This is an optimization exercise on Yosys and OpenROAD, whose aim is small area, a short achievable clock period and few clock cycles per item, not a production implementation. No run shown here included a check of the RTL's function; only the layout flow was run. Power figures rest on the tool's default switching activity, not on a simulated workload.

$ cat design/flow/flow/run.sh
#!/bin/bash
# The standard layout (standard.sh: the ORFS flow, standard synthesis included), with one
# change: the input and output port buffers are the smallest plain buffer, buf_1, instead of the
# cell buffer_ports picks by itself (a 10 um2 delay buffer).
set -euo pipefail
export BUFFER_PORTS_ARGS="-buffer_cell sky130_fd_sc_hd__buf_1"
bash standard.sh > standard_make.log 2>&1
$ cat design/flow/standard.sh
#!/bin/bash
# synth_recipe.tcl (not shown) runs the flow's synth.tcl, then flattens the netlist and writes it again
# the make line also repeats each setting of config.mk as NAME=value (left out here)
make -C /OpenROAD-flow-scripts/flow DESIGN_CONFIG=/design/flow/config.mk WORK_HOME=/design/flow/orfs CLKGATE_MAP_FILE= SYNTH_SCRIPT=/design/flow/synth_recipe.tcl "${@:-finish}"
$ cat design/flow/config.mk
export PLATFORM = sky130hd
export DESIGN_NAME = expu_accumulator
export DESIGN_NICKNAME = expu_accumulator
export VERILOG_FILES = /design/flow/design.v
export SDC_FILE = /design/flow/constraint.sdc
export NUM_CORES = 4
export LEC_CHECK = 0
export CAP_MARGIN = 20
export CORE_MARGIN = 2
export CORE_UTILIZATION = 40
export SLEW_MARGIN = 20
export SYNTH_HIERARCHICAL = 1
$ cat design/flow/constraint.sdc
create_clock -name core_clock -period 22.0 [get_ports {clk_i}]
set_input_delay 4.4000 -clock core_clock [delete_from_list [all_inputs] [get_ports {clk_i}]]
set_output_delay 4.4000 -clock core_clock [all_outputs]
set_load 0.01 [all_outputs]
$ cat design/flow/design.v
module expu_fa (
    input  logic a,
    input  logic b,
    input  logic c,
    output logic s,
    output logic co
);
    assign s  = a ^ b ^ c;
    assign co = (a & b) | (a & c) | (b & c);
endmodule
module expu_ha (
    input  logic a,
    input  logic b,
    output logic s,
    output logic co
);
    assign s  = a ^ b;
    assign co = a & b;
endmodule
module expu_accumulator #(
    parameter int EXP_BITS  = 8,
    parameter int MANT_BITS = 7,
    parameter int N_ROWS    = 8,
    parameter int ACC_WIDTH = 32,
    parameter int ACC_FRAC  = 16,
    localparam int WIDTH    = EXP_BITS + MANT_BITS + 1
) (
    input  logic                      clk_i,
    input  logic                      rst_ni,
    input  logic                      clear_i,
    input  logic                      enable_i,
    input  logic                      valid_i,
    output logic                      ready_o,
    input  logic [N_ROWS-1:0]         strb_i,
    input  logic [N_ROWS*WIDTH-1:0]   op_i,
    input  logic                      last_i,
    output logic [ACC_WIDTH-1:0]      sum_o,
    output logic                      overflow_o,
    output logic                      valid_o,
    input  logic                      ready_i
);
    logic                 valid_q, part_q, ovf_q;
    logic [ACC_WIDTH-1:0] acc_q;
    logic                 handover, accept, keep;
    logic [N_ROWS-1:0]    lane_sat;
    logic [ACC_WIDTH-1:0] lane_val [N_ROWS];
    logic [ACC_WIDTH-1:0] acc_base, row_a, row_b, total;
    logic                 tree_high, carry;
    assign handover = valid_q & ready_i & enable_i & ~clear_i;
    assign ready_o  = enable_i & ~clear_i & (~valid_q | ready_i);
    assign accept   = valid_i & ready_o;
    assign keep     = part_q | (valid_q & ~handover);
    assign acc_base = acc_q & {ACC_WIDTH{keep}};
    for (genvar i = 0; i < N_ROWS; i++) begin : g_lane
        logic [15:0] x;
        logic [7:0]  e;
        logic        on;
        logic [8:0]  g;
        logic [10:0] h;
        logic [14:0] f;
        logic [4:0]  oh;
        assign x  = op_i[i*WIDTH +: WIDTH];
        assign e  = x[14:7];
        assign on = accept & strb_i[i] & ~x[15];
        assign lane_sat[i] = on & (e >= 8'd143);
        assign g[0] = x[0] & ~e[0];
        for (genvar k = 1; k < 7; k++) begin : g_g
            assign g[k] = e[0] ? x[k-1] : x[k];
        end
        assign g[7] = e[0] ? x[6] : 1'b1;
        assign g[8] = e[0];
        for (genvar k = 0; k < 11; k++) begin : g_h
            if (k < 2)      assign h[k] = g[k] & ~e[1];
            else if (k < 9) assign h[k] = e[1] ? g[k-2] : g[k];
            else            assign h[k] = g[k-2] & e[1];
        end
        for (genvar k = 0; k < 15; k++) begin : g_f
            if (k < 4)       assign f[k] = h[k] & ~e[2];
            else if (k < 11) assign f[k] = e[2] ? h[k-4] : h[k];
            else             assign f[k] = h[k-4] & e[2];
        end
        assign oh[0] = on & (e == 8'd111);
        assign oh[1] = on & (e[7:3] == 5'd14);
        assign oh[2] = on & (e[7:3] == 5'd15);
        assign oh[3] = on & (e[7:3] == 5'd16);
        assign oh[4] = on & (e[7:3] == 5'd17) & (e[2:0] != 3'd7);
        for (genvar j = 0; j < ACC_WIDTH; j++) begin : g_val
            logic t;
            always_comb begin
                t = 1'b0;
                for (int k = 0; k < 5; k++)
                    if (j + 14 - 8*k >= 0 && j + 14 - 8*k <= 14) t = t | (oh[k] & f[j + 14 - 8*k]);
            end
            assign lane_val[i][j] = t;
        end
    end
    logic ts0, tc0, ts1, tc1, ts2, tc2, ts3, tc3, ts4, tc4, ts5, tc5;
    logic ts6, tc6, ts7, tc7, ts8, tc8, ts9, tc9, ts10, tc10, ts11, tc11;
    logic ts12, tc12, ts13, tc13, ts14, tc14, ts15, tc15, ts16, tc16, ts17, tc17;
    logic ts18, tc18, ts19, tc19, ts20, tc20, ts21, tc21, ts22, tc22, ts23, tc23;
    logic ts24, tc24, ts25, tc25, ts26, tc26, ts27, tc27, ts28, tc28, ts29, tc29;
    logic ts30, tc30, ts31, tc31, ts32, tc32, ts33, tc33, ts34, tc34, ts35, tc35;
    logic ts36, tc36, ts37, tc37, ts38, tc38, ts39, tc39, ts40, tc40, ts41, tc41;
    logic ts42, tc42, ts43, tc43, ts44, tc44, ts45, tc45, ts46, tc46, ts47, tc47;
    logic ts48, tc48, ts49, tc49, ts50, tc50, ts51, tc51, ts52, tc52, ts53, tc53;
    logic ts54, tc54, ts55, tc55, ts56, tc56, ts57, tc57, ts58, tc58, ts59, tc59;
    logic ts60, tc60, ts61, tc61, ts62, tc62, ts63, tc63, ts64, tc64, ts65, tc65;
    logic ts66, tc66, ts67, tc67, ts68, tc68, ts69, tc69, ts70, tc70, ts71, tc71;
    logic ts72, tc72, ts73, tc73, ts74, tc74, ts75, tc75, ts76, tc76, ts77, tc77;
    logic ts78, tc78, ts79, tc79, ts80, tc80, ts81, tc81, ts82, tc82, ts83, tc83;
    logic ts84, tc84, ts85, tc85, ts86, tc86, ts87, tc87, ts88, tc88, ts89, tc89;
    logic ts90, tc90, ts91, tc91, ts92, tc92, ts93, tc93, ts94, tc94, ts95, tc95;
    logic ts96, tc96, ts97, tc97, ts98, tc98, ts99, tc99, ts100, tc100, ts101, tc101;
    logic ts102, tc102, ts103, tc103, ts104, tc104, ts105, tc105, ts106, tc106, ts107, tc107;
    logic ts108, tc108, ts109, tc109, ts110, tc110, ts111, tc111, ts112, tc112, ts113, tc113;
    logic ts114, tc114, ts115, tc115, ts116, tc116, ts117, tc117, ts118, tc118, ts119, tc119;
    logic ts120, tc120, ts121, tc121, ts122, tc122, ts123, tc123, ts124, tc124, ts125, tc125;
    logic ts126, tc126, ts127, tc127, ts128, tc128, ts129, tc129, ts130, tc130, ts131, tc131;
    logic ts132, tc132, ts133, tc133, ts134, tc134, ts135, tc135, ts136, tc136, ts137, tc137;
    logic ts138, tc138, ts139, tc139, ts140, tc140, ts141, tc141, ts142, tc142, ts143, tc143;
    logic ts144, tc144, ts145, tc145, ts146, tc146, ts147, tc147, ts148, tc148, ts149, tc149;
    logic ts150, tc150, ts151, tc151, ts152, tc152, ts153, tc153, ts154, tc154, ts155, tc155;
    logic ts156, tc156, ts157, tc157, ts158, tc158, ts159, tc159, ts160, tc160, ts161, tc161;
    logic ts162, tc162, ts163, tc163, ts164, tc164, ts165, tc165, ts166, tc166, ts167, tc167;
    logic ts168, tc168, ts169, tc169, ts170, tc170, ts171, tc171, ts172, tc172, ts173, tc173;
    logic ts174, tc174, ts175, tc175, ts176, tc176, ts177, tc177, ts178, tc178, ts179, tc179;
    logic ts180, tc180, ts181, tc181, ts182, tc182, ts183, tc183, ts184, tc184, ts185, tc185;
    logic ts186, tc186, ts187, tc187, ts188, tc188, ts189, tc189, ts190, tc190, ts191, tc191;
    logic ts192, tc192, ts193, tc193, ts194, tc194, ts195, tc195, ts196, tc196, ts197, tc197;
    logic ts198, tc198, ts199, tc199, ts200, tc200, ts201, tc201, ts202, tc202, ts203, tc203;
    logic ts204, tc204, ts205, tc205, ts206, tc206, ts207, tc207, ts208, tc208, ts209, tc209;
    logic ts210, tc210, ts211, tc211, ts212, tc212, ts213, tc213, ts214, tc214, ts215, tc215;
    logic ts216, tc216, ts217, tc217, ts218, tc218, ts219, tc219, ts220, tc220, ts221, tc221;
    expu_fa u_fa0 (.a(lane_val[0][0]), .b(lane_val[1][0]), .c(lane_val[2][0]), .s(ts0), .co(tc0));
    expu_ha u_ha1 (.a(lane_val[3][0]), .b(lane_val[4][0]), .s(ts1), .co(tc1));
    expu_fa u_fa2 (.a(lane_val[0][1]), .b(lane_val[1][1]), .c(lane_val[2][1]), .s(ts2), .co(tc2));
    expu_fa u_fa3 (.a(lane_val[3][1]), .b(lane_val[4][1]), .c(lane_val[5][1]), .s(ts3), .co(tc3));
    expu_ha u_ha4 (.a(lane_val[6][1]), .b(lane_val[7][1]), .s(ts4), .co(tc4));
    expu_fa u_fa5 (.a(lane_val[0][2]), .b(lane_val[1][2]), .c(lane_val[2][2]), .s(ts5), .co(tc5));
    expu_fa u_fa6 (.a(lane_val[3][2]), .b(lane_val[4][2]), .c(lane_val[5][2]), .s(ts6), .co(tc6));
    expu_fa u_fa7 (.a(lane_val[6][2]), .b(lane_val[7][2]), .c(acc_base[2]), .s(ts7), .co(tc7));
    expu_fa u_fa8 (.a(lane_val[0][3]), .b(lane_val[1][3]), .c(lane_val[2][3]), .s(ts8), .co(tc8));
    expu_fa u_fa9 (.a(lane_val[3][3]), .b(lane_val[4][3]), .c(lane_val[5][3]), .s(ts9), .co(tc9));
    expu_fa u_fa10 (.a(lane_val[6][3]), .b(lane_val[7][3]), .c(acc_base[3]), .s(ts10), .co(tc10));
    expu_fa u_fa11 (.a(lane_val[0][4]), .b(lane_val[1][4]), .c(lane_val[2][4]), .s(ts11), .co(tc11));
    expu_fa u_fa12 (.a(lane_val[3][4]), .b(lane_val[4][4]), .c(lane_val[5][4]), .s(ts12), .co(tc12));
    expu_fa u_fa13 (.a(lane_val[6][4]), .b(lane_val[7][4]), .c(acc_base[4]), .s(ts13), .co(tc13));
    expu_fa u_fa14 (.a(lane_val[0][5]), .b(lane_val[1][5]), .c(lane_val[2][5]), .s(ts14), .co(tc14));
    expu_fa u_fa15 (.a(lane_val[3][5]), .b(lane_val[4][5]), .c(lane_val[5][5]), .s(ts15), .co(tc15));
    expu_fa u_fa16 (.a(lane_val[6][5]), .b(lane_val[7][5]), .c(acc_base[5]), .s(ts16), .co(tc16));
    expu_fa u_fa17 (.a(lane_val[0][6]), .b(lane_val[1][6]), .c(lane_val[2][6]), .s(ts17), .co(tc17));
    expu_fa u_fa18 (.a(lane_val[3][6]), .b(lane_val[4][6]), .c(lane_val[5][6]), .s(ts18), .co(tc18));
    expu_fa u_fa19 (.a(lane_val[6][6]), .b(lane_val[7][6]), .c(acc_base[6]), .s(ts19), .co(tc19));
    expu_fa u_fa20 (.a(lane_val[0][7]), .b(lane_val[1][7]), .c(lane_val[2][7]), .s(ts20), .co(tc20));
    expu_fa u_fa21 (.a(lane_val[3][7]), .b(lane_val[4][7]), .c(lane_val[5][7]), .s(ts21), .co(tc21));
    expu_fa u_fa22 (.a(lane_val[6][7]), .b(lane_val[7][7]), .c(acc_base[7]), .s(ts22), .co(tc22));
    expu_fa u_fa23 (.a(lane_val[0][8]), .b(lane_val[1][8]), .c(lane_val[2][8]), .s(ts23), .co(tc23));
    expu_fa u_fa24 (.a(lane_val[3][8]), .b(lane_val[4][8]), .c(lane_val[5][8]), .s(ts24), .co(tc24));
    expu_fa u_fa25 (.a(lane_val[6][8]), .b(lane_val[7][8]), .c(acc_base[8]), .s(ts25), .co(tc25));
    expu_fa u_fa26 (.a(lane_val[0][9]), .b(lane_val[1][9]), .c(lane_val[2][9]), .s(ts26), .co(tc26));
    expu_fa u_fa27 (.a(lane_val[3][9]), .b(lane_val[4][9]), .c(lane_val[5][9]), .s(ts27), .co(tc27));
    expu_fa u_fa28 (.a(lane_val[6][9]), .b(lane_val[7][9]), .c(acc_base[9]), .s(ts28), .co(tc28));
    expu_fa u_fa29 (.a(lane_val[0][10]), .b(lane_val[1][10]), .c(lane_val[2][10]), .s(ts29), .co(tc29));
    expu_fa u_fa30 (.a(lane_val[3][10]), .b(lane_val[4][10]), .c(lane_val[5][10]), .s(ts30), .co(tc30));
    expu_fa u_fa31 (.a(lane_val[6][10]), .b(lane_val[7][10]), .c(acc_base[10]), .s(ts31), .co(tc31));
    expu_fa u_fa32 (.a(lane_val[0][11]), .b(lane_val[1][11]), .c(lane_val[2][11]), .s(ts32), .co(tc32));
    expu_fa u_fa33 (.a(lane_val[3][11]), .b(lane_val[4][11]), .c(lane_val[5][11]), .s(ts33), .co(tc33));
    expu_fa u_fa34 (.a(lane_val[6][11]), .b(lane_val[7][11]), .c(acc_base[11]), .s(ts34), .co(tc34));
    expu_fa u_fa35 (.a(lane_val[0][12]), .b(lane_val[1][12]), .c(lane_val[2][12]), .s(ts35), .co(tc35));
    expu_fa u_fa36 (.a(lane_val[3][12]), .b(lane_val[4][12]), .c(lane_val[5][12]), .s(ts36), .co(tc36));
    expu_fa u_fa37 (.a(lane_val[6][12]), .b(lane_val[7][12]), .c(acc_base[12]), .s(ts37), .co(tc37));
    expu_fa u_fa38 (.a(lane_val[0][13]), .b(lane_val[1][13]), .c(lane_val[2][13]), .s(ts38), .co(tc38));
    expu_fa u_fa39 (.a(lane_val[3][13]), .b(lane_val[4][13]), .c(lane_val[5][13]), .s(ts39), .co(tc39));
    expu_fa u_fa40 (.a(lane_val[6][13]), .b(lane_val[7][13]), .c(acc_base[13]), .s(ts40), .co(tc40));
    expu_fa u_fa41 (.a(lane_val[0][14]), .b(lane_val[1][14]), .c(lane_val[2][14]), .s(ts41), .co(tc41));
    expu_fa u_fa42 (.a(lane_val[3][14]), .b(lane_val[4][14]), .c(lane_val[5][14]), .s(ts42), .co(tc42));
    expu_fa u_fa43 (.a(lane_val[6][14]), .b(lane_val[7][14]), .c(acc_base[14]), .s(ts43), .co(tc43));
    expu_fa u_fa44 (.a(lane_val[0][15]), .b(lane_val[1][15]), .c(lane_val[2][15]), .s(ts44), .co(tc44));
    expu_fa u_fa45 (.a(lane_val[3][15]), .b(lane_val[4][15]), .c(lane_val[5][15]), .s(ts45), .co(tc45));
    expu_fa u_fa46 (.a(lane_val[6][15]), .b(lane_val[7][15]), .c(acc_base[15]), .s(ts46), .co(tc46));
    expu_fa u_fa47 (.a(lane_val[0][16]), .b(lane_val[1][16]), .c(lane_val[2][16]), .s(ts47), .co(tc47));
    expu_fa u_fa48 (.a(lane_val[3][16]), .b(lane_val[4][16]), .c(lane_val[5][16]), .s(ts48), .co(tc48));
    expu_fa u_fa49 (.a(lane_val[6][16]), .b(lane_val[7][16]), .c(acc_base[16]), .s(ts49), .co(tc49));
    expu_fa u_fa50 (.a(lane_val[0][17]), .b(lane_val[1][17]), .c(lane_val[2][17]), .s(ts50), .co(tc50));
    expu_fa u_fa51 (.a(lane_val[3][17]), .b(lane_val[4][17]), .c(lane_val[5][17]), .s(ts51), .co(tc51));
    expu_fa u_fa52 (.a(lane_val[6][17]), .b(lane_val[7][17]), .c(acc_base[17]), .s(ts52), .co(tc52));
    expu_fa u_fa53 (.a(lane_val[0][18]), .b(lane_val[1][18]), .c(lane_val[2][18]), .s(ts53), .co(tc53));
    expu_fa u_fa54 (.a(lane_val[3][18]), .b(lane_val[4][18]), .c(lane_val[5][18]), .s(ts54), .co(tc54));
    expu_fa u_fa55 (.a(lane_val[6][18]), .b(lane_val[7][18]), .c(acc_base[18]), .s(ts55), .co(tc55));
    expu_fa u_fa56 (.a(lane_val[0][19]), .b(lane_val[1][19]), .c(lane_val[2][19]), .s(ts56), .co(tc56));
    expu_fa u_fa57 (.a(lane_val[3][19]), .b(lane_val[4][19]), .c(lane_val[5][19]), .s(ts57), .co(tc57));
    expu_fa u_fa58 (.a(lane_val[6][19]), .b(lane_val[7][19]), .c(acc_base[19]), .s(ts58), .co(tc58));
    expu_fa u_fa59 (.a(lane_val[0][20]), .b(lane_val[1][20]), .c(lane_val[2][20]), .s(ts59), .co(tc59));
    expu_fa u_fa60 (.a(lane_val[3][20]), .b(lane_val[4][20]), .c(lane_val[5][20]), .s(ts60), .co(tc60));
    expu_fa u_fa61 (.a(lane_val[6][20]), .b(lane_val[7][20]), .c(acc_base[20]), .s(ts61), .co(tc61));
    expu_fa u_fa62 (.a(lane_val[0][21]), .b(lane_val[1][21]), .c(lane_val[2][21]), .s(ts62), .co(tc62));
    expu_fa u_fa63 (.a(lane_val[3][21]), .b(lane_val[4][21]), .c(lane_val[5][21]), .s(ts63), .co(tc63));
    expu_fa u_fa64 (.a(lane_val[6][21]), .b(lane_val[7][21]), .c(acc_base[21]), .s(ts64), .co(tc64));
    expu_fa u_fa65 (.a(lane_val[0][22]), .b(lane_val[1][22]), .c(lane_val[2][22]), .s(ts65), .co(tc65));
    expu_fa u_fa66 (.a(lane_val[3][22]), .b(lane_val[4][22]), .c(lane_val[5][22]), .s(ts66), .co(tc66));
    expu_fa u_fa67 (.a(lane_val[6][22]), .b(lane_val[7][22]), .c(acc_base[22]), .s(ts67), .co(tc67));
    expu_fa u_fa68 (.a(lane_val[0][23]), .b(lane_val[1][23]), .c(lane_val[2][23]), .s(ts68), .co(tc68));
    expu_fa u_fa69 (.a(lane_val[3][23]), .b(lane_val[4][23]), .c(lane_val[5][23]), .s(ts69), .co(tc69));
    expu_fa u_fa70 (.a(lane_val[6][23]), .b(lane_val[7][23]), .c(acc_base[23]), .s(ts70), .co(tc70));
    expu_fa u_fa71 (.a(lane_val[0][24]), .b(lane_val[1][24]), .c(lane_val[2][24]), .s(ts71), .co(tc71));
    expu_fa u_fa72 (.a(lane_val[3][24]), .b(lane_val[4][24]), .c(lane_val[5][24]), .s(ts72), .co(tc72));
    expu_fa u_fa73 (.a(lane_val[6][24]), .b(lane_val[7][24]), .c(acc_base[24]), .s(ts73), .co(tc73));
    expu_fa u_fa74 (.a(lane_val[0][25]), .b(lane_val[1][25]), .c(lane_val[2][25]), .s(ts74), .co(tc74));
    expu_fa u_fa75 (.a(lane_val[3][25]), .b(lane_val[4][25]), .c(lane_val[5][25]), .s(ts75), .co(tc75));
    expu_fa u_fa76 (.a(lane_val[6][25]), .b(lane_val[7][25]), .c(acc_base[25]), .s(ts76), .co(tc76));
    expu_fa u_fa77 (.a(lane_val[0][26]), .b(lane_val[1][26]), .c(lane_val[2][26]), .s(ts77), .co(tc77));
    expu_fa u_fa78 (.a(lane_val[3][26]), .b(lane_val[4][26]), .c(lane_val[5][26]), .s(ts78), .co(tc78));
    expu_fa u_fa79 (.a(lane_val[6][26]), .b(lane_val[7][26]), .c(acc_base[26]), .s(ts79), .co(tc79));
    expu_fa u_fa80 (.a(lane_val[0][27]), .b(lane_val[1][27]), .c(lane_val[2][27]), .s(ts80), .co(tc80));
    expu_fa u_fa81 (.a(lane_val[3][27]), .b(lane_val[4][27]), .c(lane_val[5][27]), .s(ts81), .co(tc81));
    expu_fa u_fa82 (.a(lane_val[6][27]), .b(lane_val[7][27]), .c(acc_base[27]), .s(ts82), .co(tc82));
    expu_fa u_fa83 (.a(lane_val[0][28]), .b(lane_val[1][28]), .c(lane_val[2][28]), .s(ts83), .co(tc83));
    expu_fa u_fa84 (.a(lane_val[3][28]), .b(lane_val[4][28]), .c(lane_val[5][28]), .s(ts84), .co(tc84));
    expu_fa u_fa85 (.a(lane_val[6][28]), .b(lane_val[7][28]), .c(acc_base[28]), .s(ts85), .co(tc85));
    expu_fa u_fa86 (.a(lane_val[0][29]), .b(lane_val[1][29]), .c(lane_val[2][29]), .s(ts86), .co(tc86));
    expu_fa u_fa87 (.a(lane_val[3][29]), .b(lane_val[4][29]), .c(lane_val[5][29]), .s(ts87), .co(tc87));
    expu_fa u_fa88 (.a(lane_val[6][29]), .b(lane_val[7][29]), .c(acc_base[29]), .s(ts88), .co(tc88));
    expu_fa u_fa89 (.a(lane_val[0][30]), .b(lane_val[1][30]), .c(lane_val[2][30]), .s(ts89), .co(tc89));
    expu_fa u_fa90 (.a(lane_val[3][30]), .b(lane_val[4][30]), .c(lane_val[5][30]), .s(ts90), .co(tc90));
    expu_fa u_fa91 (.a(lane_val[6][30]), .b(lane_val[7][30]), .c(acc_base[30]), .s(ts91), .co(tc91));
    expu_fa u_fa92 (.a(lane_val[0][31]), .b(lane_val[1][31]), .c(lane_val[2][31]), .s(ts92), .co(tc92));
    expu_fa u_fa93 (.a(lane_val[3][31]), .b(lane_val[4][31]), .c(lane_val[5][31]), .s(ts93), .co(tc93));
    expu_fa u_fa94 (.a(lane_val[6][31]), .b(lane_val[7][31]), .c(acc_base[31]), .s(ts94), .co(tc94));
    expu_fa u_fa95 (.a(ts0), .b(ts1), .c(lane_val[5][0]), .s(ts95), .co(tc95));
    expu_fa u_fa96 (.a(tc0), .b(tc1), .c(ts2), .s(ts96), .co(tc96));
    expu_ha u_ha97 (.a(ts3), .b(ts4), .s(ts97), .co(tc97));
    expu_fa u_fa98 (.a(tc2), .b(tc3), .c(tc4), .s(ts98), .co(tc98));
    expu_fa u_fa99 (.a(ts5), .b(ts6), .c(ts7), .s(ts99), .co(tc99));
    expu_fa u_fa100 (.a(tc5), .b(tc6), .c(tc7), .s(ts100), .co(tc100));
    expu_fa u_fa101 (.a(ts8), .b(ts9), .c(ts10), .s(ts101), .co(tc101));
    expu_fa u_fa102 (.a(tc8), .b(tc9), .c(tc10), .s(ts102), .co(tc102));
    expu_fa u_fa103 (.a(ts11), .b(ts12), .c(ts13), .s(ts103), .co(tc103));
    expu_fa u_fa104 (.a(tc11), .b(tc12), .c(tc13), .s(ts104), .co(tc104));
    expu_fa u_fa105 (.a(ts14), .b(ts15), .c(ts16), .s(ts105), .co(tc105));
    expu_fa u_fa106 (.a(tc14), .b(tc15), .c(tc16), .s(ts106), .co(tc106));
    expu_fa u_fa107 (.a(ts17), .b(ts18), .c(ts19), .s(ts107), .co(tc107));
    expu_fa u_fa108 (.a(tc17), .b(tc18), .c(tc19), .s(ts108), .co(tc108));
    expu_fa u_fa109 (.a(ts20), .b(ts21), .c(ts22), .s(ts109), .co(tc109));
    expu_fa u_fa110 (.a(tc20), .b(tc21), .c(tc22), .s(ts110), .co(tc110));
    expu_fa u_fa111 (.a(ts23), .b(ts24), .c(ts25), .s(ts111), .co(tc111));
    expu_fa u_fa112 (.a(tc23), .b(tc24), .c(tc25), .s(ts112), .co(tc112));
    expu_fa u_fa113 (.a(ts26), .b(ts27), .c(ts28), .s(ts113), .co(tc113));
    expu_fa u_fa114 (.a(tc26), .b(tc27), .c(tc28), .s(ts114), .co(tc114));
    expu_fa u_fa115 (.a(ts29), .b(ts30), .c(ts31), .s(ts115), .co(tc115));
    expu_fa u_fa116 (.a(tc29), .b(tc30), .c(tc31), .s(ts116), .co(tc116));
    expu_fa u_fa117 (.a(ts32), .b(ts33), .c(ts34), .s(ts117), .co(tc117));
    expu_fa u_fa118 (.a(tc32), .b(tc33), .c(tc34), .s(ts118), .co(tc118));
    expu_fa u_fa119 (.a(ts35), .b(ts36), .c(ts37), .s(ts119), .co(tc119));
    expu_fa u_fa120 (.a(tc35), .b(tc36), .c(tc37), .s(ts120), .co(tc120));
    expu_fa u_fa121 (.a(ts38), .b(ts39), .c(ts40), .s(ts121), .co(tc121));
    expu_fa u_fa122 (.a(tc38), .b(tc39), .c(tc40), .s(ts122), .co(tc122));
    expu_fa u_fa123 (.a(ts41), .b(ts42), .c(ts43), .s(ts123), .co(tc123));
    expu_fa u_fa124 (.a(tc41), .b(tc42), .c(tc43), .s(ts124), .co(tc124));
    expu_fa u_fa125 (.a(ts44), .b(ts45), .c(ts46), .s(ts125), .co(tc125));
    expu_fa u_fa126 (.a(tc44), .b(tc45), .c(tc46), .s(ts126), .co(tc126));
    expu_fa u_fa127 (.a(ts47), .b(ts48), .c(ts49), .s(ts127), .co(tc127));
    expu_fa u_fa128 (.a(tc47), .b(tc48), .c(tc49), .s(ts128), .co(tc128));
    expu_fa u_fa129 (.a(ts50), .b(ts51), .c(ts52), .s(ts129), .co(tc129));
    expu_fa u_fa130 (.a(tc50), .b(tc51), .c(tc52), .s(ts130), .co(tc130));
    expu_fa u_fa131 (.a(ts53), .b(ts54), .c(ts55), .s(ts131), .co(tc131));
    expu_fa u_fa132 (.a(tc53), .b(tc54), .c(tc55), .s(ts132), .co(tc132));
    expu_fa u_fa133 (.a(ts56), .b(ts57), .c(ts58), .s(ts133), .co(tc133));
    expu_fa u_fa134 (.a(tc56), .b(tc57), .c(tc58), .s(ts134), .co(tc134));
    expu_fa u_fa135 (.a(ts59), .b(ts60), .c(ts61), .s(ts135), .co(tc135));
    expu_fa u_fa136 (.a(tc59), .b(tc60), .c(tc61), .s(ts136), .co(tc136));
    expu_fa u_fa137 (.a(ts62), .b(ts63), .c(ts64), .s(ts137), .co(tc137));
    expu_fa u_fa138 (.a(tc62), .b(tc63), .c(tc64), .s(ts138), .co(tc138));
    expu_fa u_fa139 (.a(ts65), .b(ts66), .c(ts67), .s(ts139), .co(tc139));
    expu_fa u_fa140 (.a(tc65), .b(tc66), .c(tc67), .s(ts140), .co(tc140));
    expu_fa u_fa141 (.a(ts68), .b(ts69), .c(ts70), .s(ts141), .co(tc141));
    expu_fa u_fa142 (.a(tc68), .b(tc69), .c(tc70), .s(ts142), .co(tc142));
    expu_fa u_fa143 (.a(ts71), .b(ts72), .c(ts73), .s(ts143), .co(tc143));
    expu_fa u_fa144 (.a(tc71), .b(tc72), .c(tc73), .s(ts144), .co(tc144));
    expu_fa u_fa145 (.a(ts74), .b(ts75), .c(ts76), .s(ts145), .co(tc145));
    expu_fa u_fa146 (.a(tc74), .b(tc75), .c(tc76), .s(ts146), .co(tc146));
    expu_fa u_fa147 (.a(ts77), .b(ts78), .c(ts79), .s(ts147), .co(tc147));
    expu_fa u_fa148 (.a(tc77), .b(tc78), .c(tc79), .s(ts148), .co(tc148));
    expu_fa u_fa149 (.a(ts80), .b(ts81), .c(ts82), .s(ts149), .co(tc149));
    expu_fa u_fa150 (.a(tc80), .b(tc81), .c(tc82), .s(ts150), .co(tc150));
    expu_fa u_fa151 (.a(ts83), .b(ts84), .c(ts85), .s(ts151), .co(tc151));
    expu_fa u_fa152 (.a(tc83), .b(tc84), .c(tc85), .s(ts152), .co(tc152));
    expu_fa u_fa153 (.a(ts86), .b(ts87), .c(ts88), .s(ts153), .co(tc153));
    expu_fa u_fa154 (.a(tc86), .b(tc87), .c(tc88), .s(ts154), .co(tc154));
    expu_fa u_fa155 (.a(ts89), .b(ts90), .c(ts91), .s(ts155), .co(tc155));
    expu_fa u_fa156 (.a(tc89), .b(tc90), .c(tc91), .s(ts156), .co(tc156));
    expu_fa u_fa157 (.a(ts92), .b(ts93), .c(ts94), .s(ts157), .co(tc157));
    expu_ha u_ha158 (.a(ts95), .b(lane_val[6][0]), .s(ts158), .co(tc158));
    expu_fa u_fa159 (.a(tc95), .b(ts96), .c(ts97), .s(ts159), .co(tc159));
    expu_fa u_fa160 (.a(tc96), .b(tc97), .c(ts98), .s(ts160), .co(tc160));
    expu_fa u_fa161 (.a(tc98), .b(tc99), .c(ts100), .s(ts161), .co(tc161));
    expu_fa u_fa162 (.a(tc100), .b(tc101), .c(ts102), .s(ts162), .co(tc162));
    expu_fa u_fa163 (.a(tc102), .b(tc103), .c(ts104), .s(ts163), .co(tc163));
    expu_fa u_fa164 (.a(tc104), .b(tc105), .c(ts106), .s(ts164), .co(tc164));
    expu_fa u_fa165 (.a(tc106), .b(tc107), .c(ts108), .s(ts165), .co(tc165));
    expu_fa u_fa166 (.a(tc108), .b(tc109), .c(ts110), .s(ts166), .co(tc166));
    expu_fa u_fa167 (.a(tc110), .b(tc111), .c(ts112), .s(ts167), .co(tc167));
    expu_fa u_fa168 (.a(tc112), .b(tc113), .c(ts114), .s(ts168), .co(tc168));
    expu_fa u_fa169 (.a(tc114), .b(tc115), .c(ts116), .s(ts169), .co(tc169));
    expu_fa u_fa170 (.a(tc116), .b(tc117), .c(ts118), .s(ts170), .co(tc170));
    expu_fa u_fa171 (.a(tc118), .b(tc119), .c(ts120), .s(ts171), .co(tc171));
    expu_fa u_fa172 (.a(tc120), .b(tc121), .c(ts122), .s(ts172), .co(tc172));
    expu_fa u_fa173 (.a(tc122), .b(tc123), .c(ts124), .s(ts173), .co(tc173));
    expu_fa u_fa174 (.a(tc124), .b(tc125), .c(ts126), .s(ts174), .co(tc174));
    expu_fa u_fa175 (.a(tc126), .b(tc127), .c(ts128), .s(ts175), .co(tc175));
    expu_fa u_fa176 (.a(tc128), .b(tc129), .c(ts130), .s(ts176), .co(tc176));
    expu_fa u_fa177 (.a(tc130), .b(tc131), .c(ts132), .s(ts177), .co(tc177));
    expu_fa u_fa178 (.a(tc132), .b(tc133), .c(ts134), .s(ts178), .co(tc178));
    expu_fa u_fa179 (.a(tc134), .b(tc135), .c(ts136), .s(ts179), .co(tc179));
    expu_fa u_fa180 (.a(tc136), .b(tc137), .c(ts138), .s(ts180), .co(tc180));
    expu_fa u_fa181 (.a(tc138), .b(tc139), .c(ts140), .s(ts181), .co(tc181));
    expu_fa u_fa182 (.a(tc140), .b(tc141), .c(ts142), .s(ts182), .co(tc182));
    expu_fa u_fa183 (.a(tc142), .b(tc143), .c(ts144), .s(ts183), .co(tc183));
    expu_fa u_fa184 (.a(tc144), .b(tc145), .c(ts146), .s(ts184), .co(tc184));
    expu_fa u_fa185 (.a(tc146), .b(tc147), .c(ts148), .s(ts185), .co(tc185));
    expu_fa u_fa186 (.a(tc148), .b(tc149), .c(ts150), .s(ts186), .co(tc186));
    expu_fa u_fa187 (.a(tc150), .b(tc151), .c(ts152), .s(ts187), .co(tc187));
    expu_fa u_fa188 (.a(tc152), .b(tc153), .c(ts154), .s(ts188), .co(tc188));
    expu_fa u_fa189 (.a(tc154), .b(tc155), .c(ts156), .s(ts189), .co(tc189));
    expu_ha u_ha190 (.a(ts158), .b(lane_val[7][0]), .s(ts190), .co(tc190));
    expu_fa u_fa191 (.a(tc158), .b(ts159), .c(acc_base[1]), .s(ts191), .co(tc191));
    expu_fa u_fa192 (.a(tc159), .b(ts160), .c(ts99), .s(ts192), .co(tc192));
    expu_fa u_fa193 (.a(tc160), .b(ts161), .c(ts101), .s(ts193), .co(tc193));
    expu_fa u_fa194 (.a(tc161), .b(ts162), .c(ts103), .s(ts194), .co(tc194));
    expu_fa u_fa195 (.a(tc162), .b(ts163), .c(ts105), .s(ts195), .co(tc195));
    expu_fa u_fa196 (.a(tc163), .b(ts164), .c(ts107), .s(ts196), .co(tc196));
    expu_fa u_fa197 (.a(tc164), .b(ts165), .c(ts109), .s(ts197), .co(tc197));
    expu_fa u_fa198 (.a(tc165), .b(ts166), .c(ts111), .s(ts198), .co(tc198));
    expu_fa u_fa199 (.a(tc166), .b(ts167), .c(ts113), .s(ts199), .co(tc199));
    expu_fa u_fa200 (.a(tc167), .b(ts168), .c(ts115), .s(ts200), .co(tc200));
    expu_fa u_fa201 (.a(tc168), .b(ts169), .c(ts117), .s(ts201), .co(tc201));
    expu_fa u_fa202 (.a(tc169), .b(ts170), .c(ts119), .s(ts202), .co(tc202));
    expu_fa u_fa203 (.a(tc170), .b(ts171), .c(ts121), .s(ts203), .co(tc203));
    expu_fa u_fa204 (.a(tc171), .b(ts172), .c(ts123), .s(ts204), .co(tc204));
    expu_fa u_fa205 (.a(tc172), .b(ts173), .c(ts125), .s(ts205), .co(tc205));
    expu_fa u_fa206 (.a(tc173), .b(ts174), .c(ts127), .s(ts206), .co(tc206));
    expu_fa u_fa207 (.a(tc174), .b(ts175), .c(ts129), .s(ts207), .co(tc207));
    expu_fa u_fa208 (.a(tc175), .b(ts176), .c(ts131), .s(ts208), .co(tc208));
    expu_fa u_fa209 (.a(tc176), .b(ts177), .c(ts133), .s(ts209), .co(tc209));
    expu_fa u_fa210 (.a(tc177), .b(ts178), .c(ts135), .s(ts210), .co(tc210));
    expu_fa u_fa211 (.a(tc178), .b(ts179), .c(ts137), .s(ts211), .co(tc211));
    expu_fa u_fa212 (.a(tc179), .b(ts180), .c(ts139), .s(ts212), .co(tc212));
    expu_fa u_fa213 (.a(tc180), .b(ts181), .c(ts141), .s(ts213), .co(tc213));
    expu_fa u_fa214 (.a(tc181), .b(ts182), .c(ts143), .s(ts214), .co(tc214));
    expu_fa u_fa215 (.a(tc182), .b(ts183), .c(ts145), .s(ts215), .co(tc215));
    expu_fa u_fa216 (.a(tc183), .b(ts184), .c(ts147), .s(ts216), .co(tc216));
    expu_fa u_fa217 (.a(tc184), .b(ts185), .c(ts149), .s(ts217), .co(tc217));
    expu_fa u_fa218 (.a(tc185), .b(ts186), .c(ts151), .s(ts218), .co(tc218));
    expu_fa u_fa219 (.a(tc186), .b(ts187), .c(ts153), .s(ts219), .co(tc219));
    expu_fa u_fa220 (.a(tc187), .b(ts188), .c(ts155), .s(ts220), .co(tc220));
    expu_fa u_fa221 (.a(tc188), .b(ts189), .c(ts157), .s(ts221), .co(tc221));
    assign row_a = {tc220, tc219, tc218, tc217, tc216, tc215, tc214, tc213, tc212, tc211, tc210, tc209, tc208, tc207, tc206, tc205, tc204, tc203, tc202, tc201, tc200, tc199, tc198, tc197, tc196, tc195, tc194, tc193, tc192, tc191, tc190, ts190};
    assign row_b = {ts221, ts220, ts219, ts218, ts217, ts216, ts215, ts214, ts213, ts212, ts211, ts210, ts209, ts208, ts207, ts206, ts205, ts204, ts203, ts202, ts201, ts200, ts199, ts198, ts197, ts196, ts195, ts194, ts193, ts192, ts191, acc_base[0]};
    assign tree_high = tc92 | tc93 | tc94 | tc156 | tc157 | tc189 | tc221;
    logic [ACC_WIDTH-1:0] cp_p, cp_g;
    assign cp_p = row_a ^ row_b;
    assign cp_g = row_a & row_b;
    logic cp_g4_16, cp_p4_16, cp_g4_17, cp_p4_17, cp_g4_18, cp_p4_18, cp_g4_19, cp_p4_19, cp_g4_20, cp_p4_20, cp_g4_21, cp_p4_21, cp_g4_22, cp_p4_22, cp_g4_23, cp_p4_23, cp_g4_24, cp_p4_24, cp_g4_25, cp_p4_25, cp_g4_26, cp_p4_26, cp_g4_27, cp_p4_27, cp_g4_28, cp_p4_28, cp_g4_29, cp_p4_29, cp_g4_30, cp_p4_30, cp_g4_31, cp_p4_31;
    logic cp_g3_8, cp_p3_8, cp_g3_9, cp_p3_9, cp_g3_10, cp_p3_10, cp_g3_11, cp_p3_11, cp_g3_12, cp_p3_12, cp_g3_13, cp_p3_13, cp_g3_14, cp_p3_14, cp_g3_15, cp_p3_15, cp_g3_24, cp_p3_24, cp_g3_25, cp_p3_25, cp_g3_26, cp_p3_26, cp_g3_27, cp_p3_27, cp_g3_28, cp_p3_28, cp_g3_29, cp_p3_29, cp_g3_30, cp_p3_30, cp_g3_31, cp_p3_31;
    logic cp_g2_4, cp_p2_4, cp_g2_5, cp_p2_5, cp_g2_6, cp_p2_6, cp_g2_7, cp_p2_7, cp_g2_12, cp_p2_12, cp_g2_13, cp_p2_13, cp_g2_14, cp_p2_14, cp_g2_15, cp_p2_15, cp_g2_20, cp_p2_20, cp_g2_21, cp_p2_21, cp_g2_22, cp_p2_22, cp_g2_23, cp_p2_23, cp_g2_28, cp_p2_28, cp_g2_29, cp_p2_29, cp_g2_30, cp_p2_30, cp_g2_31, cp_p2_31;
    logic cp_g1_2, cp_p1_2, cp_g1_3, cp_p1_3, cp_g1_6, cp_p1_6, cp_g1_7, cp_p1_7, cp_g1_10, cp_p1_10, cp_g1_11, cp_p1_11, cp_g1_14, cp_p1_14, cp_g1_15, cp_p1_15, cp_g1_18, cp_p1_18, cp_g1_19, cp_p1_19, cp_g1_22, cp_p1_22, cp_g1_23, cp_p1_23, cp_g1_26, cp_p1_26, cp_g1_27, cp_p1_27, cp_g1_30, cp_p1_30, cp_g1_31, cp_p1_31;
    logic cp_g0_1, cp_p0_1, cp_g0_3, cp_p0_3, cp_g0_5, cp_p0_5, cp_g0_7, cp_p0_7, cp_g0_9, cp_p0_9, cp_g0_11, cp_p0_11, cp_g0_13, cp_p0_13, cp_g0_15, cp_p0_15, cp_g0_17, cp_p0_17, cp_g0_19, cp_p0_19, cp_g0_21, cp_p0_21, cp_g0_23, cp_p0_23, cp_g0_25, cp_p0_25, cp_g0_27, cp_p0_27, cp_g0_29, cp_p0_29, cp_g0_31, cp_p0_31;
    assign cp_g0_1 = cp_g[1] | (cp_p[1] & cp_g[0]);
    assign cp_p0_1 = cp_p[1] & cp_p[0];
    assign cp_g0_3 = cp_g[3] | (cp_p[3] & cp_g[2]);
    assign cp_p0_3 = cp_p[3] & cp_p[2];
    assign cp_g0_5 = cp_g[5] | (cp_p[5] & cp_g[4]);
    assign cp_p0_5 = cp_p[5] & cp_p[4];
    assign cp_g0_7 = cp_g[7] | (cp_p[7] & cp_g[6]);
    assign cp_p0_7 = cp_p[7] & cp_p[6];
    assign cp_g0_9 = cp_g[9] | (cp_p[9] & cp_g[8]);
    assign cp_p0_9 = cp_p[9] & cp_p[8];
    assign cp_g0_11 = cp_g[11] | (cp_p[11] & cp_g[10]);
    assign cp_p0_11 = cp_p[11] & cp_p[10];
    assign cp_g0_13 = cp_g[13] | (cp_p[13] & cp_g[12]);
    assign cp_p0_13 = cp_p[13] & cp_p[12];
    assign cp_g0_15 = cp_g[15] | (cp_p[15] & cp_g[14]);
    assign cp_p0_15 = cp_p[15] & cp_p[14];
    assign cp_g0_17 = cp_g[17] | (cp_p[17] & cp_g[16]);
    assign cp_p0_17 = cp_p[17] & cp_p[16];
    assign cp_g0_19 = cp_g[19] | (cp_p[19] & cp_g[18]);
    assign cp_p0_19 = cp_p[19] & cp_p[18];
    assign cp_g0_21 = cp_g[21] | (cp_p[21] & cp_g[20]);
    assign cp_p0_21 = cp_p[21] & cp_p[20];
    assign cp_g0_23 = cp_g[23] | (cp_p[23] & cp_g[22]);
    assign cp_p0_23 = cp_p[23] & cp_p[22];
    assign cp_g0_25 = cp_g[25] | (cp_p[25] & cp_g[24]);
    assign cp_p0_25 = cp_p[25] & cp_p[24];
    assign cp_g0_27 = cp_g[27] | (cp_p[27] & cp_g[26]);
    assign cp_p0_27 = cp_p[27] & cp_p[26];
    assign cp_g0_29 = cp_g[29] | (cp_p[29] & cp_g[28]);
    assign cp_p0_29 = cp_p[29] & cp_p[28];
    assign cp_g0_31 = cp_g[31] | (cp_p[31] & cp_g[30]);
    assign cp_p0_31 = cp_p[31] & cp_p[30];
    assign cp_g1_2 = cp_g[2] | (cp_p[2] & cp_g0_1);
    assign cp_p1_2 = cp_p[2] & cp_p0_1;
    assign cp_g1_3 = cp_g0_3 | (cp_p0_3 & cp_g0_1);
    assign cp_p1_3 = cp_p0_3 & cp_p0_1;
    assign cp_g1_6 = cp_g[6] | (cp_p[6] & cp_g0_5);
    assign cp_p1_6 = cp_p[6] & cp_p0_5;
    assign cp_g1_7 = cp_g0_7 | (cp_p0_7 & cp_g0_5);
    assign cp_p1_7 = cp_p0_7 & cp_p0_5;
    assign cp_g1_10 = cp_g[10] | (cp_p[10] & cp_g0_9);
    assign cp_p1_10 = cp_p[10] & cp_p0_9;
    assign cp_g1_11 = cp_g0_11 | (cp_p0_11 & cp_g0_9);
    assign cp_p1_11 = cp_p0_11 & cp_p0_9;
    assign cp_g1_14 = cp_g[14] | (cp_p[14] & cp_g0_13);
    assign cp_p1_14 = cp_p[14] & cp_p0_13;
    assign cp_g1_15 = cp_g0_15 | (cp_p0_15 & cp_g0_13);
    assign cp_p1_15 = cp_p0_15 & cp_p0_13;
    assign cp_g1_18 = cp_g[18] | (cp_p[18] & cp_g0_17);
    assign cp_p1_18 = cp_p[18] & cp_p0_17;
    assign cp_g1_19 = cp_g0_19 | (cp_p0_19 & cp_g0_17);
    assign cp_p1_19 = cp_p0_19 & cp_p0_17;
    assign cp_g1_22 = cp_g[22] | (cp_p[22] & cp_g0_21);
    assign cp_p1_22 = cp_p[22] & cp_p0_21;
    assign cp_g1_23 = cp_g0_23 | (cp_p0_23 & cp_g0_21);
    assign cp_p1_23 = cp_p0_23 & cp_p0_21;
    assign cp_g1_26 = cp_g[26] | (cp_p[26] & cp_g0_25);
    assign cp_p1_26 = cp_p[26] & cp_p0_25;
    assign cp_g1_27 = cp_g0_27 | (cp_p0_27 & cp_g0_25);
    assign cp_p1_27 = cp_p0_27 & cp_p0_25;
    assign cp_g1_30 = cp_g[30] | (cp_p[30] & cp_g0_29);
    assign cp_p1_30 = cp_p[30] & cp_p0_29;
    assign cp_g1_31 = cp_g0_31 | (cp_p0_31 & cp_g0_29);
    assign cp_p1_31 = cp_p0_31 & cp_p0_29;
    assign cp_g2_4 = cp_g[4] | (cp_p[4] & cp_g1_3);
    assign cp_p2_4 = cp_p[4] & cp_p1_3;
    assign cp_g2_5 = cp_g0_5 | (cp_p0_5 & cp_g1_3);
    assign cp_p2_5 = cp_p0_5 & cp_p1_3;
    assign cp_g2_6 = cp_g1_6 | (cp_p1_6 & cp_g1_3);
    assign cp_p2_6 = cp_p1_6 & cp_p1_3;
    assign cp_g2_7 = cp_g1_7 | (cp_p1_7 & cp_g1_3);
    assign cp_p2_7 = cp_p1_7 & cp_p1_3;
    assign cp_g2_12 = cp_g[12] | (cp_p[12] & cp_g1_11);
    assign cp_p2_12 = cp_p[12] & cp_p1_11;
    assign cp_g2_13 = cp_g0_13 | (cp_p0_13 & cp_g1_11);
    assign cp_p2_13 = cp_p0_13 & cp_p1_11;
    assign cp_g2_14 = cp_g1_14 | (cp_p1_14 & cp_g1_11);
    assign cp_p2_14 = cp_p1_14 & cp_p1_11;
    assign cp_g2_15 = cp_g1_15 | (cp_p1_15 & cp_g1_11);
    assign cp_p2_15 = cp_p1_15 & cp_p1_11;
    assign cp_g2_20 = cp_g[20] | (cp_p[20] & cp_g1_19);
    assign cp_p2_20 = cp_p[20] & cp_p1_19;
    assign cp_g2_21 = cp_g0_21 | (cp_p0_21 & cp_g1_19);
    assign cp_p2_21 = cp_p0_21 & cp_p1_19;
    assign cp_g2_22 = cp_g1_22 | (cp_p1_22 & cp_g1_19);
    assign cp_p2_22 = cp_p1_22 & cp_p1_19;
    assign cp_g2_23 = cp_g1_23 | (cp_p1_23 & cp_g1_19);
    assign cp_p2_23 = cp_p1_23 & cp_p1_19;
    assign cp_g2_28 = cp_g[28] | (cp_p[28] & cp_g1_27);
    assign cp_p2_28 = cp_p[28] & cp_p1_27;
    assign cp_g2_29 = cp_g0_29 | (cp_p0_29 & cp_g1_27);
    assign cp_p2_29 = cp_p0_29 & cp_p1_27;
    assign cp_g2_30 = cp_g1_30 | (cp_p1_30 & cp_g1_27);
    assign cp_p2_30 = cp_p1_30 & cp_p1_27;
    assign cp_g2_31 = cp_g1_31 | (cp_p1_31 & cp_g1_27);
    assign cp_p2_31 = cp_p1_31 & cp_p1_27;
    assign cp_g3_8 = cp_g[8] | (cp_p[8] & cp_g2_7);
    assign cp_p3_8 = cp_p[8] & cp_p2_7;
    assign cp_g3_9 = cp_g0_9 | (cp_p0_9 & cp_g2_7);
    assign cp_p3_9 = cp_p0_9 & cp_p2_7;
    assign cp_g3_10 = cp_g1_10 | (cp_p1_10 & cp_g2_7);
    assign cp_p3_10 = cp_p1_10 & cp_p2_7;
    assign cp_g3_11 = cp_g1_11 | (cp_p1_11 & cp_g2_7);
    assign cp_p3_11 = cp_p1_11 & cp_p2_7;
    assign cp_g3_12 = cp_g2_12 | (cp_p2_12 & cp_g2_7);
    assign cp_p3_12 = cp_p2_12 & cp_p2_7;
    assign cp_g3_13 = cp_g2_13 | (cp_p2_13 & cp_g2_7);
    assign cp_p3_13 = cp_p2_13 & cp_p2_7;
    assign cp_g3_14 = cp_g2_14 | (cp_p2_14 & cp_g2_7);
    assign cp_p3_14 = cp_p2_14 & cp_p2_7;
    assign cp_g3_15 = cp_g2_15 | (cp_p2_15 & cp_g2_7);
    assign cp_p3_15 = cp_p2_15 & cp_p2_7;
    assign cp_g3_24 = cp_g[24] | (cp_p[24] & cp_g2_23);
    assign cp_p3_24 = cp_p[24] & cp_p2_23;
    assign cp_g3_25 = cp_g0_25 | (cp_p0_25 & cp_g2_23);
    assign cp_p3_25 = cp_p0_25 & cp_p2_23;
    assign cp_g3_26 = cp_g1_26 | (cp_p1_26 & cp_g2_23);
    assign cp_p3_26 = cp_p1_26 & cp_p2_23;
    assign cp_g3_27 = cp_g1_27 | (cp_p1_27 & cp_g2_23);
    assign cp_p3_27 = cp_p1_27 & cp_p2_23;
    assign cp_g3_28 = cp_g2_28 | (cp_p2_28 & cp_g2_23);
    assign cp_p3_28 = cp_p2_28 & cp_p2_23;
    assign cp_g3_29 = cp_g2_29 | (cp_p2_29 & cp_g2_23);
    assign cp_p3_29 = cp_p2_29 & cp_p2_23;
    assign cp_g3_30 = cp_g2_30 | (cp_p2_30 & cp_g2_23);
    assign cp_p3_30 = cp_p2_30 & cp_p2_23;
    assign cp_g3_31 = cp_g2_31 | (cp_p2_31 & cp_g2_23);
    assign cp_p3_31 = cp_p2_31 & cp_p2_23;
    assign cp_g4_16 = cp_g[16] | (cp_p[16] & cp_g3_15);
    assign cp_p4_16 = cp_p[16] & cp_p3_15;
    assign cp_g4_17 = cp_g0_17 | (cp_p0_17 & cp_g3_15);
    assign cp_p4_17 = cp_p0_17 & cp_p3_15;
    assign cp_g4_18 = cp_g1_18 | (cp_p1_18 & cp_g3_15);
    assign cp_p4_18 = cp_p1_18 & cp_p3_15;
    assign cp_g4_19 = cp_g1_19 | (cp_p1_19 & cp_g3_15);
    assign cp_p4_19 = cp_p1_19 & cp_p3_15;
    assign cp_g4_20 = cp_g2_20 | (cp_p2_20 & cp_g3_15);
    assign cp_p4_20 = cp_p2_20 & cp_p3_15;
    assign cp_g4_21 = cp_g2_21 | (cp_p2_21 & cp_g3_15);
    assign cp_p4_21 = cp_p2_21 & cp_p3_15;
    assign cp_g4_22 = cp_g2_22 | (cp_p2_22 & cp_g3_15);
    assign cp_p4_22 = cp_p2_22 & cp_p3_15;
    assign cp_g4_23 = cp_g2_23 | (cp_p2_23 & cp_g3_15);
    assign cp_p4_23 = cp_p2_23 & cp_p3_15;
    assign cp_g4_24 = cp_g3_24 | (cp_p3_24 & cp_g3_15);
    assign cp_p4_24 = cp_p3_24 & cp_p3_15;
    assign cp_g4_25 = cp_g3_25 | (cp_p3_25 & cp_g3_15);
    assign cp_p4_25 = cp_p3_25 & cp_p3_15;
    assign cp_g4_26 = cp_g3_26 | (cp_p3_26 & cp_g3_15);
    assign cp_p4_26 = cp_p3_26 & cp_p3_15;
    assign cp_g4_27 = cp_g3_27 | (cp_p3_27 & cp_g3_15);
    assign cp_p4_27 = cp_p3_27 & cp_p3_15;
    assign cp_g4_28 = cp_g3_28 | (cp_p3_28 & cp_g3_15);
    assign cp_p4_28 = cp_p3_28 & cp_p3_15;
    assign cp_g4_29 = cp_g3_29 | (cp_p3_29 & cp_g3_15);
    assign cp_p4_29 = cp_p3_29 & cp_p3_15;
    assign cp_g4_30 = cp_g3_30 | (cp_p3_30 & cp_g3_15);
    assign cp_p4_30 = cp_p3_30 & cp_p3_15;
    assign cp_g4_31 = cp_g3_31 | (cp_p3_31 & cp_g3_15);
    assign cp_p4_31 = cp_p3_31 & cp_p3_15;
    assign total[0] = cp_p[0];
    assign total[1] = cp_p[1] ^ cp_g[0];
    assign total[2] = cp_p[2] ^ cp_g0_1;
    assign total[3] = cp_p[3] ^ cp_g1_2;
    assign total[4] = cp_p[4] ^ cp_g1_3;
    assign total[5] = cp_p[5] ^ cp_g2_4;
    assign total[6] = cp_p[6] ^ cp_g2_5;
    assign total[7] = cp_p[7] ^ cp_g2_6;
    assign total[8] = cp_p[8] ^ cp_g2_7;
    assign total[9] = cp_p[9] ^ cp_g3_8;
    assign total[10] = cp_p[10] ^ cp_g3_9;
    assign total[11] = cp_p[11] ^ cp_g3_10;
    assign total[12] = cp_p[12] ^ cp_g3_11;
    assign total[13] = cp_p[13] ^ cp_g3_12;
    assign total[14] = cp_p[14] ^ cp_g3_13;
    assign total[15] = cp_p[15] ^ cp_g3_14;
    assign total[16] = cp_p[16] ^ cp_g3_15;
    assign total[17] = cp_p[17] ^ cp_g4_16;
    assign total[18] = cp_p[18] ^ cp_g4_17;
    assign total[19] = cp_p[19] ^ cp_g4_18;
    assign total[20] = cp_p[20] ^ cp_g4_19;
    assign total[21] = cp_p[21] ^ cp_g4_20;
    assign total[22] = cp_p[22] ^ cp_g4_21;
    assign total[23] = cp_p[23] ^ cp_g4_22;
    assign total[24] = cp_p[24] ^ cp_g4_23;
    assign total[25] = cp_p[25] ^ cp_g4_24;
    assign total[26] = cp_p[26] ^ cp_g4_25;
    assign total[27] = cp_p[27] ^ cp_g4_26;
    assign total[28] = cp_p[28] ^ cp_g4_27;
    assign total[29] = cp_p[29] ^ cp_g4_28;
    assign total[30] = cp_p[30] ^ cp_g4_29;
    assign total[31] = cp_p[31] ^ cp_g4_30;
    assign carry = cp_g4_31;
    always_ff @(posedge clk_i or negedge rst_ni) begin
        if (!rst_ni) begin
            valid_q <= 1'b0;
            part_q  <= 1'b0;
            ovf_q   <= 1'b0;
        end else if (clear_i) begin
            valid_q <= 1'b0;
            part_q  <= 1'b0;
        end else begin
            if (accept) begin
                valid_q <= last_i;
                part_q  <= ~last_i;
            end else if (handover) begin
                valid_q <= 1'b0;
            end
            ovf_q <= (keep & ovf_q) | (|lane_sat) | tree_high | carry;
        end
    end
    always_ff @(posedge clk_i) begin
        acc_q <= total;
    end
    assign sum_o      = acc_q | {ACC_WIDTH{ovf_q}};
    assign overflow_o = ovf_q;
    assign valid_o    = valid_q;
endmodule
==> impl_metrics.json, run 1 <==
{
  "nNetsFinal": 1863,
  "ys_top_cells_by_area": "fa_1 (38%), o22ai_1 (7.3%), nor2_1 (6.8%)",
  "grt_antenna_before_repair": 0,
  "grt_max_degree": 35,
  "cts_hold_buf": 0,
  "synth_top_cell_area_share_pct": 37.97,
  "hold_end": "part_q$_DFFE_PN0P_",
  "avgSynthCellArea_um2": 8.722,
  "yosys_warnings": 9,
  "ff2ff_path_depth": 19,
  "ir_drop_uv": 24.43,
  "clkTransAtPathRegs_ps": 60,
  "num_rows": 62,
  "grt_usage_pct": 30.45,
  "cp-start-kind": "input pin",
  "area_growth_pct": 8.873,
  "cts_setup_buffers": 0,
  "clk-insertion-delay-late_ps": 300,
  "clockPowerShare_pct": 32.1,
  "netlist_area_um2": 11700,
  "powerDensity_nw_per_um2": 21.33,
  "wl_um": 46050,
  "finClkSkew_ps": 12.66,
  "p_sw_share_pct": 42.41,
  "die_w_um": 175.1,
  "num_antenna_cells": 0,
  "fp.dieArea_um2": 30650,
  "drt_first_iter_violations": 1182,
  "worstHoldStart": "part_q$_DFFE_PN0P_",
  "p_int_w": 0.0001565,
  "first_global_vias": 10640,
  "pre_cts_ws_ps": 10910,
  "min_period_over_period_pct": 49.85,
  "port_buffers": 177,
  "cts.htree.levels": 2,
  "hp-class": "reg2reg",
  "ioPinCount": 178,
  "status": "complete, no violations",
  "vias": 10940,
  "fin_crit_ps": 10970,
  "final_layout_size_suffix_gt1_share_pct": 6.220,
  "fmax_mhz": 91.18,
  "rrSetupSlack_ps": 14810,
  "instances_no_fill": 1847,
  "maxCapViolations": 0,
  "hpwl_um": 40060,
  "synth-main-ff-cell": "dfxtp_1",
  "synth_edf_count": 0,
  "place_congestion": 1.039,
  "ys_ff_latch": 35,
  "fin_ws_ps": 11030,
  "setup_viol_count_final": 0,
  "die_h_um": 175.1,
  "cts_sinks": 35,
  "end_kind": "register",
  "ys_types": 54,
  "drt-pass1-iter-count": 5,
  "dp.cells": 1839,
  "crit_type": "in2reg",
  "core_area_um2": 28780,
  "yosysSeqAreaShare_pct": 6.114,
  "p_leak_nw": 5.939,
  "async_flop_share_pct": 8.571,
  "tns_ps": 0,
  "ant_nets": 0,
  "slew_viol_final": 0,
  "mostFrequentLayoutCell": "fa_1",
  "drc_errors": 0,
  "cts-resized-gates": 0,
  "final_cell_mix": "fa_1 (222), nor2_1 (211), buf_1 (177), o22ai_1 (136), nand2_1 (82)",
  "tightest_slew_ps": 1095,
  "cts_buffers": 5,
  "clk_path_buf_depth": 2,
  "p_total_w": 0.0002718,
  "cts_root_buf": "clkbuf_16",
  "vias_per_cell": 5.923,
  "worst-path-max-fanout": 17,
  "hold_depth": 2,
  "seqPwrFrac_pct": 24.4,
  "p_switching_w": 0.0001153,
  "grt-ovfl-total": 0,
  "worstPathRequired_ps": 22220,
  "cp.arrival_ps": 11190,
  "reg2reg_to": "acc_q[30]$_DFF_P_",
  "wl_per_cell_um": 24.93,
  "finalHoldViolations": 0,
  "synth_cells": 1342,
  "rsz0062_at_grt": "no",
  "grt_pass1_wl_um": 68150,
  "r2r-start": "valid_q$_DFFE_PN0P_",
  "yosysTopAreaCell": "fa_1",
  "slew_headroom_pct": 25.11,
  "cts_tree": "yes",
  "combPwrFrac_pct": 43.5,
  "start_util_pct": 40.67,
  "syn_nets": 1743
}
==> per-module statistics from Yosys, one instance, submodules excluded <==
module            area, µm²  flops+latches  copies in the design
expu_fa               20.02              0                   217
expu_ha               12.51              0                     5
expu_accumulator       7298             35                     1
==> cells in the mapped netlist (all sizes together) (13+ instances only) <==
library cell	n
nand2b	31
a21oi	75
o21ai	37
nand3b	16
dfxtp	32
ha	36
nor2	211
mux2i	60
a31oi	15
inv	34
fa	222
or2	40
mux2	27
clkbuf	48
nand3	36
nor2b	53
buf	21
nor3	13
o22ai	149
nand2	82
==> state kept, by name, indices dropped and copies added, names as in the netlist <==
| register | flops |
|---|---|
| acc_q | 32 |
| ovf_q | 1 |
| part_q | 1 |
| valid_q | 1 |
==> critical path, cell delays in order <==
cell and delay (ps):
buf_1 130, nand2b_4 170, nor3b_4 150, buf_4 330
nand4b_1 420, or4_4 560, or2_1 400, o22ai_1 370
fa_1 520, fa_1 460, fa_1 540, fa_1 430
ha_1 370, nand2_1 60, o21ai_0 630, a21oi_1 230
o21ai_0 430, a211oi_1 190, o21bai_1 210, xor2_1 190
==> cells by family after synthesis <==
| group | after synthesis | share of synthesized area [%] |
|---|---|---|
| XOR/XNOR | 24 | 1.796 |
| AND/OR/NAND/NOR | 520 | 21.76 |
| AO/OA/AOI/OAI | 314 | 16.91 |
| buffers and inverters | 104 | 3.870 |
| flip-flops | 35 | 6.114 |
| adder cells (fa/ha/maj) | 258 | 41.82 |
| multiplexers | 87 | 7.729 |
==> stage by stage <==
step,utilization [%],hold slack (ps),instance area (µm²)
2_1_floorplan,-,477.7,11710
3_5_place_dp,43.69,522.4,12570
4_1_cts,44.27,538.7,12740
5_1_grt,44.28,563.4,12740
6_report,44.28,540.5,12740
3_3_place_gp,43.65,523.4,12560
==> metal layers <==
layer	routed length, µm	share of wire, %	GRT usage (%)	vias to the layer above
met4	1595	3.5	8.715	0
met5	0	0	0	-
met2	20180	44	45.50	551
li1	-	-	-	4972
met3	5151	11	9.726	51
met1	19110	42	42.35	5366
==> power groups by stage <==
stage / logic [W] / registers, W / clock network [W]
final: 0.000118 / 0.0000663 / 0.0000873
after global routing: 0.000128 / 0.0000667 / 0.0000903
after CTS: 0.000116 / 0.0000664 / 0.0000876
after detailed placement: 0.000115 / 0.0000678 / 0
after global placement: 0.000115 / 0.0000676 / 0
after floorplan: 0.0000719 / 0.0000662 / 0
==> area by class of cell <==
type	count	area (µm²)
multi-input combinational	1203	10550
sequential	35	716.9
inverter	35	131.4
clock buffer	6	128.9
clock inverter	2	37.54
fill	2940	16040
tap	384	480.5
timing repair buffer	182	699.4
==> worst max path at each step <==
stage                        from                end  slack, ps
final                     clear_i  acc_q[30]$_DFF_P_      11030
after global placement    clear_i  acc_q[30]$_DFF_P_      10810
after floorplan           clear_i  acc_q[22]$_DFF_P_      12300
after global routing      clear_i  acc_q[31]$_DFF_P_      10730
after detailed placement  clear_i  acc_q[31]$_DFF_P_      10910
after CTS                 clear_i  acc_q[31]$_DFF_P_      11200
==> inputs of run 2 (changes only) <==
==> design/flow/flow/run.sh (replaced) <==
#!/bin/bash
# The standard layout (standard.sh: the ORFS flow, standard synthesis included), with two
# changes: the input and output port buffers are the smallest plain buffer, buf_1, instead of the
# cell buffer_ports picks by itself (a 10 um2 delay buffer); and timing repair aims at a setup
# slack of 12.4 ns on the design's clock, so that it speeds up the critical paths.
set -euo pipefail
export BUFFER_PORTS_ARGS="-buffer_cell sky130_fd_sc_hd__buf_1"
export SETUP_SLACK_MARGIN=12.4
bash standard.sh > standard_make.log 2>&1
==> run 2 against run 1 <==
Compared with the run above:
- cell area increased by 18%
- combinational power rose by 17%
- setup slack gained 1200 ps
- routed wire length increased by 4.9%
- first-iteration DRC count is 5.9% higher
- synthesized cell count is the same
- fmax is 12% higher
- clock-buffer cell count unchanged
- non-clock buffer count up 61
==> impl_metrics.json, run 2 <==
{
  "status": "complete, no violations",
  "p_switching_w": 0.0001295,
  "ys_types": 54,
  "reg2reg_to": "acc_q[27]$_DFF_P_",
  "clk_path_buf_depth": 2,
  "synth_edf_count": 0,
  "drc_errors": 0,
  "ioPinCount": 178,
  "hold_depth": 2,
  "clockPowerShare_pct": 27.3,
  "yosysSeqAreaShare_pct": 6.114,
  "rrSetupSlack_ps": 15970,
  "syn_nets": 1743,
  "grt_pass1_wl_um": 67460,
  "die_h_um": 175.1,
  "grtUsageMet1_pct": 41.58,
  "ys_ff_latch": 35,
  "min_period_over_period_pct": 44.47,
  "cp.arrival_ps": 9960,
  "largest_register": "acc_q",
  "rsz0062_at_grt": "yes",
  "end_kind": "register",
  "synth_cells": 1342,
  "clkTransAtPathRegs_ps": 70,
  "grt_usage_pct": 30.08,
  "seqCellArea_um2": 715.7,
  "p_sw_share_pct": 46.01,
  "ir_drop_uv": 23.81,
  "final_layout_size_suffix_gt1_share_pct": 27.06,
  "hold_slack_ps": 539.1,
  "tns_ps": 0,
  "tightest_slew_ps": 1136,
  "ys_top_cells_by_area": "fa_1 (38%), o22ai_1 (7.3%), nor2_1 (6.8%)",
  "cp-start-kind": "input pin",
  "netlist_area_um2": 11700,
  "async_flop_share_pct": 8.571,
  "combPwrFrac_pct": 49.1,
  "fmax_mhz": 102.2,
  "yosysTopAreaCell": "fa_1",
  "p_leak_nw": 6.381,
  "final_cell_mix": "nor2_1 (200), fa_1 (193), buf_1 (157), o22ai_2 (87), nand2_1 (80)",
  "synth_top_cell_area_share_pct": 37.97,
  "met3_usage_pct": 8.812,
  "start_util_pct": 40.67,
  "hold_end": "part_q$_DFFE_PN0P_",
  "multi_input_area_um2": 12300,
  "worstPathRequired_ps": 22180,
  "maxCapViolations": 0,
  "fillers": 2637,
  "slew_headroom_pct": 23.47,
  "cts_tree": "yes",
  "cts_hold_buf": 0,
  "grt-ovfl-total": 0,
  "grt.busiest_layer": "met2",
  "num_antenna_cells": 0,
  "synth_common_cells": "fa_1 (222), nor2_1 (211), o22ai_1 (136), nand2_1 (82), a21oi_1 (75)",
  "worstHoldStart": "part_q$_DFFE_PN0P_",
  "powerDensity_nw_per_um2": 18.69,
  "num_rows": 62,
  "clk-insertion-delay-late_ps": 300,
  "hpwl_um": 39430,
  "drt_first_iter_violations": 1252,
  "cts.htree.levels": 2,
  "ff2ff_path_depth": 19,
  "worst-path-max-fanout": 7,
  "slew_viol_final": 0,
  "yosysMostFrequentCell": "fa_1",
  "place_congestion": 0.9949,
  "setup_viol_count_final": 0,
  "first_global_vias": 10970,
  "hp-class": "reg2reg"
}
-- run 2: cell counts after synthesis --
Identical to the previous run, type by type.
-- run 2: metal layers --
metal	up-vias	part of all wire, %
met5	-	0.11
li1	5121	-
met2	612	44
met3	82	10
met4	2	4.3
met1	5735	41
-- run 2: how the worst max path moves through the flow --
stage,start,endpoint
2_1_floorplan,clear_i,acc_q[22]$_DFF_P_
3_3_place_gp,clear_i,acc_q[30]$_DFF_P_
3_5_place_dp,clear_i,acc_q[27]$_DFF_P_
4_1_cts,clear_i,acc_q[27]$_DFF_P_
5_1_grt,clear_i,acc_q[23]$_DFF_P_
6_report,clear_i,acc_q[27]$_DFF_P_
-- run 2: cells by family (layout without fill, tap and decap cells) --
kind of cell	count (synthesis)	count (layout)	share of synthesized area, %
buf+inv	104	286	3.870
fa+ha+maj	258	258	41.82
xor+xnor	24	24	1.796
compound gates	314	314	16.91
flops	35	35	6.114
simple gates	520	526	21.76
mux	87	87	7.729
-- run 2: power groups by stage --
stage                     Combinational (W)  Sequential [W]  Clock [W]
final                              0.000138       0.0000663  0.0000769
after floorplan                   0.0000719       0.0000662          0
after detailed placement           0.000115       0.0000677          0
after global placement             0.000115       0.0000675          0
after global routing               0.000148       0.0000664  0.0000796
after CTS                          0.000123       0.0000662  0.0000767
-- run 2: cell type report --
| cell class | instances | share of cell area, % |
|---|---|---|
| clock buffers | 6 | 0.8560 |
| inverters | 35 | 0.8975 |
| flip-flops and latches | 35 | 4.754 |
| repair buffers | 243 | 8.493 |
| clock inverters | 2 | 0.09142 |
| well taps | 384 | 3.191 |
| multi-input cells | 1209 | 81.72 |
-- run 2: worst max-delay path, cell delays in order --
cell and delay, ps:
buf_8 100, nand2b_4 140, nor3b_4 220, buf_12 150, buf_12 140, nand4b_1 230
or4_4 610, or2_4 340, o22ai_4 240, fa_1 450, fa_1 400, fa_1 460
fa_1 570, ha_4 250, a21oi_2 180, o21ai_2 80, a221oi_2 340, buf_4 200
a31oi_4 110, a311o_1 330
-- run 2: Yosys stat by module, one instance, submodules excluded --
| module | times used | area [µm²] |
|---|---|---|
| expu_fa | 217 | 20.02 |
| expu_ha | 5 | 12.51 |
| expu_accumulator | 1 | 7298 |
-- run 2: through the flow --
step | worst slack (ps) | utilization, % | instance area (µm²) | instances
CTS | 12180 | 47.34 | 13620 | 1884
floorplan | 12380 | - | 11710 | 1342
global placement | 11100 | 43.76 | 12590 | 1841
detailed placement | 11120 | 43.81 | 12610 | 1842
finish | 12220 | 52.31 | 15060 | 1914
global route | 12130 | 52.31 | 15060 | 1914
-- run 2: timing repair --
item / 4_1_cts / 5_1_grt
gates cloned: 1 / 7
pin swaps: 19 / 92
buffers inserted: 33 / 23
gates resized for setup: 128 / 222
setup endpoints to repair: 25 / 24

## what the ideal ports hide
How much do the figures lean on ideal ports? The routed layouts below were timed once more, with nothing changed but the port constraints.
Step 1 sets driving cells, clkbuf_16 on the clock port and buf_2 on the other inputs (assumed; they add their load-dependent delay and slew).
Step 2 also shifts input and output timing later by t, the mid clock arrival at the registers, as if the neighbouring blocks saw the same clock.
a / b / c = ideal / step 1 / step 2; a / b = the first two.
| run | t, ns | slack for setup (ns) | pins driven straight from the clock port |
|---|---|---|---|
| run 1 | 0.342 | 11.033 / 11.057 / 10.716 | 1 |
| run 2 | 0.340 | 12.216 / 12.226 / 11.887 | 1 |
After both steps setup and hold are still met in every run listed. For run 2, which loses most, drivers alone change the setup slack by +0.010 ns; drivers and shift together by -0.329 ns.
